What follows belongs to an exercise in optimizing a design on an open flow for small area and a short achievable clock period; a production flow would make more cautious choices.
Where RTL was checked, it was by simulation tests only, not by an equivalence proof against the original.
Power is estimated from default activity; no workload was simulated.

==> inputs of v17 <==
==> flow/design.v (excerpt) <==
module pulse_sched_gen #(
  parameter int TW        = 32,
  parameter int QW        = 16,
  parameter int NTEMP     = 3,
  parameter int PULSE_LEN = 4,
  parameter int TNC_GAP   = 8
)(
  input  logic                  clk,
  input  logic                  rst,
  input  logic                  tick_1us,
  input  logic                  sync_in,
  input  logic                  load,
  input  logic                  en_cal,
  input  logic                  en_noise,
  input  logic [3:0]            n_temp,
  input  logic [15:0]           cal_dly,
  input  logic [TW-1:0]         dt_cal,
  input  logic [TW-1:0]         dt_noise,
  input  logic [NTEMP*TW-1:0]   p_ni,
  input  logic [NTEMP*TW-1:0]   p_ii,
  input  logic [NTEMP*TW-1:0]   p_np,
  input  logic [NTEMP*TW-1:0]   p_ip,
  input  logic [NTEMP*QW-1:0]   qit,
  output logic                  tni,
  output logic                  tki,
  output logic                  tnp,
  output logic                  tkp,
  output logic                  tobm,
  output logic                  tnc,
  output logic                  i_izl,
  output logic                  i_get,
  output logic                  error,
  output logic                  busy,
  output logic [3:0]            cur_train,
  output logic [TW-1:0]         time_now
);
clock: 11.0 ns
lec_check: 0
cap_margin: 20
core_margin: 2
core_utilization: 40
slew_margin: 20
standard.sh (not shown) runs the stock make flow with config.mk's settings and CLKGATE_MAP_FILE= SYNTH_SCRIPT=/design/flow/synth_recipe.tcl, a recipe that flattens the netlist after the stock synthesis.
==> flow/flow/run.sh <==
#!/bin/bash
# The standard layout (standard.sh, with its standard synthesis), with extra ORFS settings:
# plain buf_1 cells as the port buffers, and a setup margin that makes timing repair aim for
# more slack than the clock period needs. The clock period and constraints are unchanged.
set -euo pipefail
bash standard.sh finish SETUP_SLACK_MARGIN=7.25 CTS_CLUSTER_SIZE=24 CTS_CLUSTER_DIAMETER=100 CORE_UTILIZATION=60 "BUFFER_PORTS_ARGS=-buffer_cell sky130_fd_sc_hd__buf_1" > standard.log 2>&1
==> v33 (differences from v17) <==
--- a/flow/design.v
+++ b/flow/design.v
@@ -31,17 +31,17 @@
   output logic                  i_get,
   output logic                  error,
   output logic                  busy,
   output logic [3:0]            cur_train,
   output logic [TW-1:0]         time_now
 );
   localparam int CW = $clog2(PULSE_LEN);
   localparam int NP = NTEMP + 2;           
-  localparam int BW = 8;                   
+  localparam int BW = 4;                   
   localparam int NB = TW / BW;
   function automatic logic [TW-1:0] kvec(input logic [NB-1:0] k);
     kvec = '0;
     for (int j = 1; j < NB; j++) kvec[j*BW] = k[j];
   endfunction
   function automatic logic [TW+NB-1:0] badd(input logic [TW-1:0] x, input logic [TW-1:0] y,
                                             input logic [NB-1:0] k);
     logic [TW-1:0] s;
==> flow/flow/run.sh (replaced) <==
#!/bin/bash
# The standard layout (standard.sh, with its standard synthesis), with extra ORFS settings:
# plain buf_1 cells as the port buffers, and a setup margin that makes timing repair aim for
# more slack than the clock period needs. The clock period and constraints are unchanged.
set -euo pipefail
bash standard.sh finish SETUP_SLACK_MARGIN=7.5 "BUFFER_PORTS_ARGS=-buffer_cell sky130_fd_sc_hd__buf_1" > standard.log 2>&1
==> v5 (differences from v17) <==
--- a/flow/design.v
+++ b/flow/design.v
@@ -31,17 +31,17 @@
   output logic                  i_get,
   output logic                  error,
   output logic                  busy,
   output logic [3:0]            cur_train,
   output logic [TW-1:0]         time_now
 );
   localparam int CW = $clog2(PULSE_LEN);
   localparam int NP = NTEMP + 2;           
-  localparam int BW = 8;                   
+  localparam int BW = 4;                   
   localparam int NB = TW / BW;
   function automatic logic [TW-1:0] kvec(input logic [NB-1:0] k);
     kvec = '0;
     for (int j = 1; j < NB; j++) kvec[j*BW] = k[j];
   endfunction
   function automatic logic [TW+NB-1:0] badd(input logic [TW-1:0] x, input logic [TW-1:0] y,
                                             input logic [NB-1:0] k);
     logic [TW-1:0] s;
==> flow/flow/run.sh (replaced) <==
#!/bin/bash
# The standard layout (standard.sh, with its standard synthesis), with extra ORFS settings:
# plain buf_1 cells as the port buffers, and a setup margin that makes timing repair aim for
# more slack than the clock period needs. The clock period and constraints are unchanged.
set -euo pipefail
bash standard.sh finish SETUP_SLACK_MARGIN=7.25 CTS_CLUSTER_SIZE=30 CTS_CLUSTER_DIAMETER=100 "BUFFER_PORTS_ARGS=-buffer_cell sky130_fd_sc_hd__buf_1" > standard.log 2>&1
==> comparison table <==
DR vias: v33 34548; v5 33570; v17 33932
Worst VDD drop: v33 0.000206 V; v5 0.000174 V; v17 0.000277 V
Layout sequential cell count: v33 772; v5 772; v17 756
Non-clk buf share: v33 8.72%; v5 6.70%; v17 6.82%
Met1 wire length: v33 63.3 mm; v5 63.6 mm; v17 55.8 mm
Complex-gate fraction of the synthesized area: v33 9.57%; v5 9.57%; v17 10.2%
Seq/Total Area, Yosys: v33 49.9%; v5 49.9%; v17 49.7%
Maximum number of pins on one net before global-route repair: v33 79; v5 189; v17 182
CP Buf/Inv Count: v33 1; v5 2; v17 2
Clock Network Area Fraction: v33 4.94%; v5 2.49%; v17 2.43%
Post-synth top area share: v33 45.5%; v5 45.5%; v17 45.3%
Area used by sequential logic in the layout: v33 0.0228 mm2; v5 0.0227 mm2; v17 0.0223 mm2
Buffers outside the clock class: v33 840; v5 708; v17 705
RePlAce Congestion: v33 0.957; v5 0.996; v17 1.00
Count of clock buffers in the final design: v33 117; v5 44; v17 58
Final standard cell count with taps included and fillers excluded: v33 6406; v5 6176; v17 5708
Total number of placement rows: v33 123; v5 123; v17 100
Run status: v33 no timing/DRC/antenna violations; v5 no timing/DRC/antenna violations; v17 no timing/DRC/antenna violations
Total routing usage reported by global routing: v33 26.6%; v5 26.3%; v17 35.4%
Setup slack after placement: v33 6.26 ns; v5 6.13 ns; v17 5.83 ns
Only the layout flow was run in v17; the RTL was not checked for function there.

==> run a: inputs <==
pulse_sched_gen, a different RTL version from the one above (not shown whole).
Settings: LEC_CHECK=0, CAP_MARGIN=20, CORE_MARGIN=2, CORE_UTILIZATION=40, SLEW_MARGIN=20; clock period 11.0 ns.
==> flow/flow/run.sh <==
#!/bin/bash
# The standard layout (standard.sh, with its standard synthesis), with extra ORFS settings:
# plain buf_1 cells as the port buffers, a setup margin that makes timing repair aim for more
# slack than the clock period needs, larger clock-tree sink clusters and a higher core
# utilisation. The clock period and the constraints are unchanged. ORFS writes each step's
# log under orfs/logs/; make's own output goes to standard.log.
set -euo pipefail
bash standard.sh finish SETUP_SLACK_MARGIN=7.25 CTS_CLUSTER_SIZE=24 CTS_CLUSTER_DIAMETER=100 CORE_UTILIZATION=55 "BUFFER_PORTS_ARGS=-buffer_cell sky130_fd_sc_hd__buf_1" > standard.log 2>&1
==> run b: changes against run a <==
==> flow/flow/run.sh (replaced) <==
#!/bin/bash
# The standard layout (standard.sh, with its standard synthesis), with extra ORFS settings:
# plain buf_1 cells as the port buffers, and a setup margin that makes timing repair aim for
# more slack than the clock period needs. The clock period and constraints are unchanged.
set -euo pipefail
bash standard.sh finish SETUP_SLACK_MARGIN=7.5 CTS_CLUSTER_SIZE=24 CTS_CLUSTER_DIAMETER=100 CORE_UTILIZATION=50 PLACE_DENSITY=0.7 "BUFFER_PORTS_ARGS=-buffer_cell sky130_fd_sc_hd__buf_1" > standard.log 2>&1
==> qor.txt <==
Outcome: no timing/DRC/antenna violations
Ant. Diodes: 23
CP Launch Point: ofs[26]$_DFFE_PP_
Max FO, Critical Path: 7
Routed wl met2: 60,400 um
Die Ht: 294 um
Placed Cells: 4,889
Reg area: 0.0230 sq mm
WHS: 360 ps
The numbers above come from run b.

==> qor.txt <==
Fin Setup TNS: 0 ps
Die Ht: 281 um
Bufs and invs on worst path: 1
Worst setup margin: 7170 ps
Met1 wire length: 56,100 um
Routed wl met2: 64,400 um
Reg area: 0.0230 sq mm
Outcome: no timing/DRC/antenna violations
Placed Cells: 4,785
Ant. Diodes: 16
Fillcell total: 6,140
Count of cell types in the netlist: 72
Kind of critical path: register to register
CP Launch Point: ofs[15]$_DFFE_PP_
The numbers above come from run a.


==> trial 55 <==
pulse_sched_gen, a different RTL version from the one above (not shown whole).
## pulse_sched_gen
module pulse_sched_gen #(
  parameter int TW        = 32,
  parameter int QW        = 16,
  parameter int NTEMP     = 3,
  parameter int PULSE_LEN = 4,
  parameter int TNC_GAP   = 8
)(
  input  logic                  clk,
  input  logic                  rst,
  input  logic                  tick_1us,
  input  logic                  sync_in,
  input  logic                  load,
  input  logic                  en_cal,
  input  logic                  en_noise,
  input  logic [3:0]            n_temp,
  input  logic [15:0]           cal_dly,
  input  logic [TW-1:0]         dt_cal,
  input  logic [TW-1:0]         dt_noise,
  input  logic [NTEMP*TW-1:0]   p_ni,
  input  logic [NTEMP*TW-1:0]   p_ii,
  input  logic [NTEMP*TW-1:0]   p_np,
  input  logic [NTEMP*TW-1:0]   p_ip,
  input  logic [NTEMP*QW-1:0]   qit,
  output logic                  tni,
  output logic                  tki,
  output logic                  tnp,
  output logic                  tkp,
  output logic                  tobm,
  output logic                  tnc,
  output logic                  i_izl,
  output logic                  i_get,
  output logic                  error,
  output logic                  busy,
  output logic [3:0]            cur_train,
  output logic [TW-1:0]         time_now
);
Settings: LEC_CHECK=0, CAP_MARGIN=20, CORE_MARGIN=2, CORE_UTILIZATION=40, SLEW_MARGIN=20; clock period 11.0 ns.
==> flow/flow/run.sh <==
#!/bin/bash
# Standard ORFS layout (the standard.sh, unchanged synthesis), with extra ORFS settings:
# plain buf_1 cells as port buffers and a setup margin for timing repair.
set -euo pipefail
bash standard.sh finish SETUP_SLACK_MARGIN=7.5 "BUFFER_PORTS_ARGS=-buffer_cell sky130_fd_sc_hd__buf_1" > standard.log 2>&1
==> inputs of build 6, as changes to trial 55 <==
--- a/flow/design.v
+++ b/flow/design.v
@@ -31,51 +31,74 @@
   output logic                  i_get,
   output logic                  error,
   output logic                  busy,
   output logic [3:0]            cur_train,
   output logic [TW-1:0]         time_now
 );
   localparam int CW = $clog2(PULSE_LEN);
   localparam int NP = NTEMP + 2;           
-  function automatic logic inc_eq(input logic [TW-1:0] x, input logic [TW-1:0] t);
-    logic r;
-    r = x[0] ^ t[0];
-    r = r & ((x[1] ^ t[1]) == (x[0] | ~t[0]));
-    for (int i = 2; i < TW; i++) r = r & ((x[i] ^ t[i]) == (x[i-1] & ~t[i-1]));
-    inc_eq = r;
+  localparam int BW = 4;                   
+  localparam int NB = TW / BW;
+  function automatic logic [TW-1:0] kvec(input logic [NB-1:0] k);
+    kvec = '0;
+    for (int j = 1; j < NB; j++) kvec[j*BW] = k[j];
   endfunction
-  function automatic logic [TW-1:0] ks_add(input logic [TW-1:0] x, input logic [TW-1:0] y);
-    logic [TW-1:0] g, p;
-    g = x & y;
-    p = x ^ y;
-    for (int d = 1; d < TW; d = d * 2)
-      for (int i = TW - 1; i >= d; i--) begin
-        g[i] = g[i] | (p[i] & g[i-d]);
-        p[i] = p[i] & p[i-d];
-      end
-    ks_add = x ^ y ^ {g[TW-2:0], 1'b0};
+  function automatic logic [TW+NB-1:0] badd(input logic [TW-1:0] x, input logic [TW-1:0] y,
+                                            input logic [NB-1:0] k);
+    logic [TW-1:0] s;
+    logic [NB-1:0] co;
+    logic [BW-1:0] g, p, h;
+    logic ci;
+    co = '0;
+    for (int j = 0; j < NB; j++) begin
+      ci = (j > 0) ? k[j] : 1'b0;
+      g = x[j*BW +: BW] & y[j*BW +: BW];
+      p = x[j*BW +: BW] ^ y[j*BW +: BW];
+      h = p;
+      g[0] = g[0] | (p[0] & ci);
+      for (int d = 1; d < BW; d = d * 2)
+        for (int i = BW - 1; i >= 0; i--)
+          if ((i / d) % 2 == 1) begin
+            g[i] = g[i] | (h[i] & g[(i / d) * d - 1]);
+            h[i] = h[i] & h[(i / d) * d - 1];
+          end
+      s[j*BW +: BW] = p ^ {g[BW-2:0], ci};
+      if (j + 1 < NB) co[j+1] = g[BW-1];
+    end
+    badd = {co, s};
+  endfunction
+  function automatic logic hit(input logic [TW-1:0] x, input logic [TW-1:0] v,
+                               input logic [NB-1:0] k);
+    logic [TW-1:0] y, kv, p, g, z;
+    y = ~x;
+    kv = kvec(k);
+    p = v ^ y ^ kv;
+    g = {((v[TW-2:0] & y[TW-2:0]) | (v[TW-2:0] & kv[TW-2:0]) | (y[TW-2:0] & kv[TW-2:0])), 1'b0};
+    z = {(p[TW-2:0] | g[TW-2:0]), 1'b0};
+    hit = ((p ^ g) == z);
   endfunction
   logic [2:0] s_tk, s_sy, s_ld;
   logic tk_r, sy_r, ld_r, tkv;
   logic st_start, st_arm, st_run, st_endw;    
   logic sh_en_cal, sh_en_noise;
   logic [NTEMP-1:0] sh_ngt;                   
   logic [NP-1:0] en_v;
   logic [15:0] sh_cal_dly;
   logic [TW-1:0] sh_dt_cal, sh_dt_noise;
   logic [NTEMP*TW-1:0] sh_ni, sh_ii, sh_np, sh_ip;
   logic [NTEMP*QW-1:0] sh_qit;
   logic [NP:0] ps, ps_first, ps_next;         
   logic [QW-1:0] rep, q_cur;
   logic done;
-  logic [TW-1:0] tg [4];                      
+  logic [TW-1:0] tv [4];                      
+  logic [NB-1:0] tc [4];                      
   logic [TW-1:0] oa, ob, oc, od, oe;
   logic [TW-1:0] s1, c1, s2, c2, s3, c3;
-  logic [TW-1:0] n0, n1, n2, n3;
+  logic [TW+NB-1:0] n0, n1, n2, n3;
   logic [4:0] act, pend, fire;
   logic [CW-1:0] cnt [5];
   logic [3:0] m;
   assign tk_r = s_tk[1] & ~s_tk[2];
   assign sy_r = s_sy[1] & ~s_sy[2];
   assign ld_r = s_ld[1] & ~s_ld[2];
   assign tkv  = tk_r & ~sy_r;
   always_comb begin
@@ -114,29 +137,29 @@
     od = ({TW{ps[0]}} & sh_dt_cal) | ({TW{ps[1]}} & sh_dt_noise);
     for (int k = 0; k < NTEMP; k++) begin
       oa = oa | ({TW{ps[k+2]}} & sh_ni[k*TW +: TW]);
       ob = ob | ({TW{ps[k+2]}} & sh_ii[k*TW +: TW]);
       oc = oc | ({TW{ps[k+2]}} & sh_np[k*TW +: TW]);
       od = od | ({TW{ps[k+2]}} & sh_ip[k*TW +: TW]);
     end
     oe = oa | (ps[NP] ? TW'(TNC_GAP) : '0);
-    s1 = tg[3] ^ oa ^ ob;
-    c1 = {(tg[3][TW-2:0] & oa[TW-2:0]) | (tg[3][TW-2:0] & ob[TW-2:0]) | (oa[TW-2:0] & ob[TW-2:0]), 1'b0};
+    s1 = tv[3] ^ oa ^ ob;
+    c1 = {(tv[3][TW-2:0] & oa[TW-2:0]) | (tv[3][TW-2:0] & ob[TW-2:0]) | (oa[TW-2:0] & ob[TW-2:0]), 1'b0};
     s2 = s1 ^ c1 ^ oc;
     c2 = {(s1[TW-2:0] & c1[TW-2:0]) | (s1[TW-2:0] & oc[TW-2:0]) | (c1[TW-2:0] & oc[TW-2:0]), 1'b0};
     s3 = s2 ^ c2 ^ od;
     c3 = {(s2[TW-2:0] & c2[TW-2:0]) | (s2[TW-2:0] & od[TW-2:0]) | (c2[TW-2:0] & od[TW-2:0]), 1'b0};
-    n0 = ks_add(tg[3], oe);
-    n1 = ks_add(s1, c1);
-    n2 = ks_add(s2, c2);
-    n3 = ks_add(s3, c3);
+    n0 = badd(tv[3], oe, tc[3]);
+    n1 = badd(s1, c1, tc[3]);
+    n2 = badd(s2, c2, tc[3]);
+    n3 = badd(s3, c3, tc[3]);
   end
   for (genvar i = 0; i < 4; i++) begin : g_m
-    assign m[i] = inc_eq(time_now, tg[i]);
+    assign m[i] = hit(time_now, tv[i], tc[i]);
   end
   assign fire[0] = tkv & pend[0] & m[0];
   assign fire[1] = tkv & pend[1] & m[1];
   assign fire[2] = tkv & pend[2] & m[2];
   assign fire[3] = tkv & pend[3] & m[3];
   assign fire[4] = tkv & pend[4] & m[0];
   always_ff @(posedge clk or posedge rst)
     if (rst) begin
@@ -165,25 +188,26 @@
       sh_ii <= p_ii;
       sh_np <= p_np;
       sh_ip <= p_ip;
       sh_qit <= qit;
     end
   always_ff @(posedge clk) begin
     if (!sy_r) begin
       if (st_start) begin
-        tg[3] <= time_now;
+        tv[3] <= time_now;
+        tc[3] <= '0;
         ps <= ps_first;
         rep <= '0;
       end
       if (st_arm) begin
-        tg[0] <= n0;
-        tg[1] <= n1;
-        tg[2] <= n2;
-        if (!ps[NP]) tg[3] <= n3;
+        {tc[0], tv[0]} <= n0;
+        {tc[1], tv[1]} <= n1;
+        {tc[2], tv[2]} <= n2;
+        if (!ps[NP]) {tc[3], tv[3]} <= n3;
       end
       if (st_run && fire[3]) begin
         rep <= done ? '0 : rep + QW'(1);
         if (done) ps <= ps_next;
       end
     end
     for (int i = 0; i < 5; i++)
       if (fire[i]) cnt[i] <= CW'(PULSE_LEN - 1);
==> flow/flow/run.sh (replaced) <==
#!/bin/bash
# The standard layout (standard.sh, with its standard synthesis), with extra ORFS settings:
# plain buf_1 cells as the port buffers, and a setup margin that makes timing repair aim for
# more slack than the clock period needs. The clock period and constraints are unchanged.
set -euo pipefail
bash standard.sh finish SETUP_SLACK_MARGIN=8 "BUFFER_PORTS_ARGS=-buffer_cell sky130_fd_sc_hd__buf_1" > standard.log 2>&1
==> notes <==
- Against trial 55, the maximum frequency of build 6 is larger by about 20%.
- Of build 6 and trial 55, build 6 has the higher design area (gap about 5%, measured against trial 55).
- In trial 55 the total power is larger than in build 6, by about 25%.
- Of build 6 and trial 55, build 6 has the higher sequential power (gap about 4%, measured against trial 55).
- In build 6 the routed wire length is lower than in trial 55, by about 0.7%.
No functional check of the RTL was part of any run of this note.

-- re-timing with driven ports --
How much do the figures lean on ideal ports? The routed layouts below were timed once more, with nothing changed but the port constraints.
Step 1 sets driving cells, clkbuf_16 on the clock port and buf_2 on the other inputs (assumed; they add their load-dependent delay and slew).
Step 2, shift: input delay + t, output delay - t, t = (earliest + latest rising clock arrival at the registers) / 2. This alone moves slack from input paths to output paths.
Slacks: ideal / step 1 / step 2; pairs: ideal / step 1.
run	t (ns)	slack for setup (ns)	hold WS [ns]	clock arrival spread, ns	cell pins on the clock port's net
v17	0.681	6.972 / 6.972 / 6.860	0.367 / 0.367 / 0.367	0.051 / 0.051	1
v33	0.734	7.298 / 7.320 / 6.616	0.349 / 0.349 / 0.349	0.035 / 0.035	1
v5	0.694	7.164 / 7.164 / 6.668	0.359 / 0.359 / 0.359	0.048 / 0.048	1
run a	0.688	7.169 / 7.169 / 6.578	0.355 / 0.355 / 0.355	0.038 / 0.037	1
run b	0.698	7.219 / 7.219 / 6.673	0.360 / 0.360 / 0.360	0.049 / 0.049	1
trial 55	0.718	5.392 / 5.392 / 5.392	0.348 / 0.348 / 0.348	0.041 / 0.041	1
build 6	0.736	6.345 / 6.345 / 6.345	0.355 / 0.355 / 0.355	0.043 / 0.043	1
After both steps every run listed still meets setup and hold. For v33, which loses most, drivers alone change the setup slack by +0.022 ns; drivers and shift together by -0.682 ns.
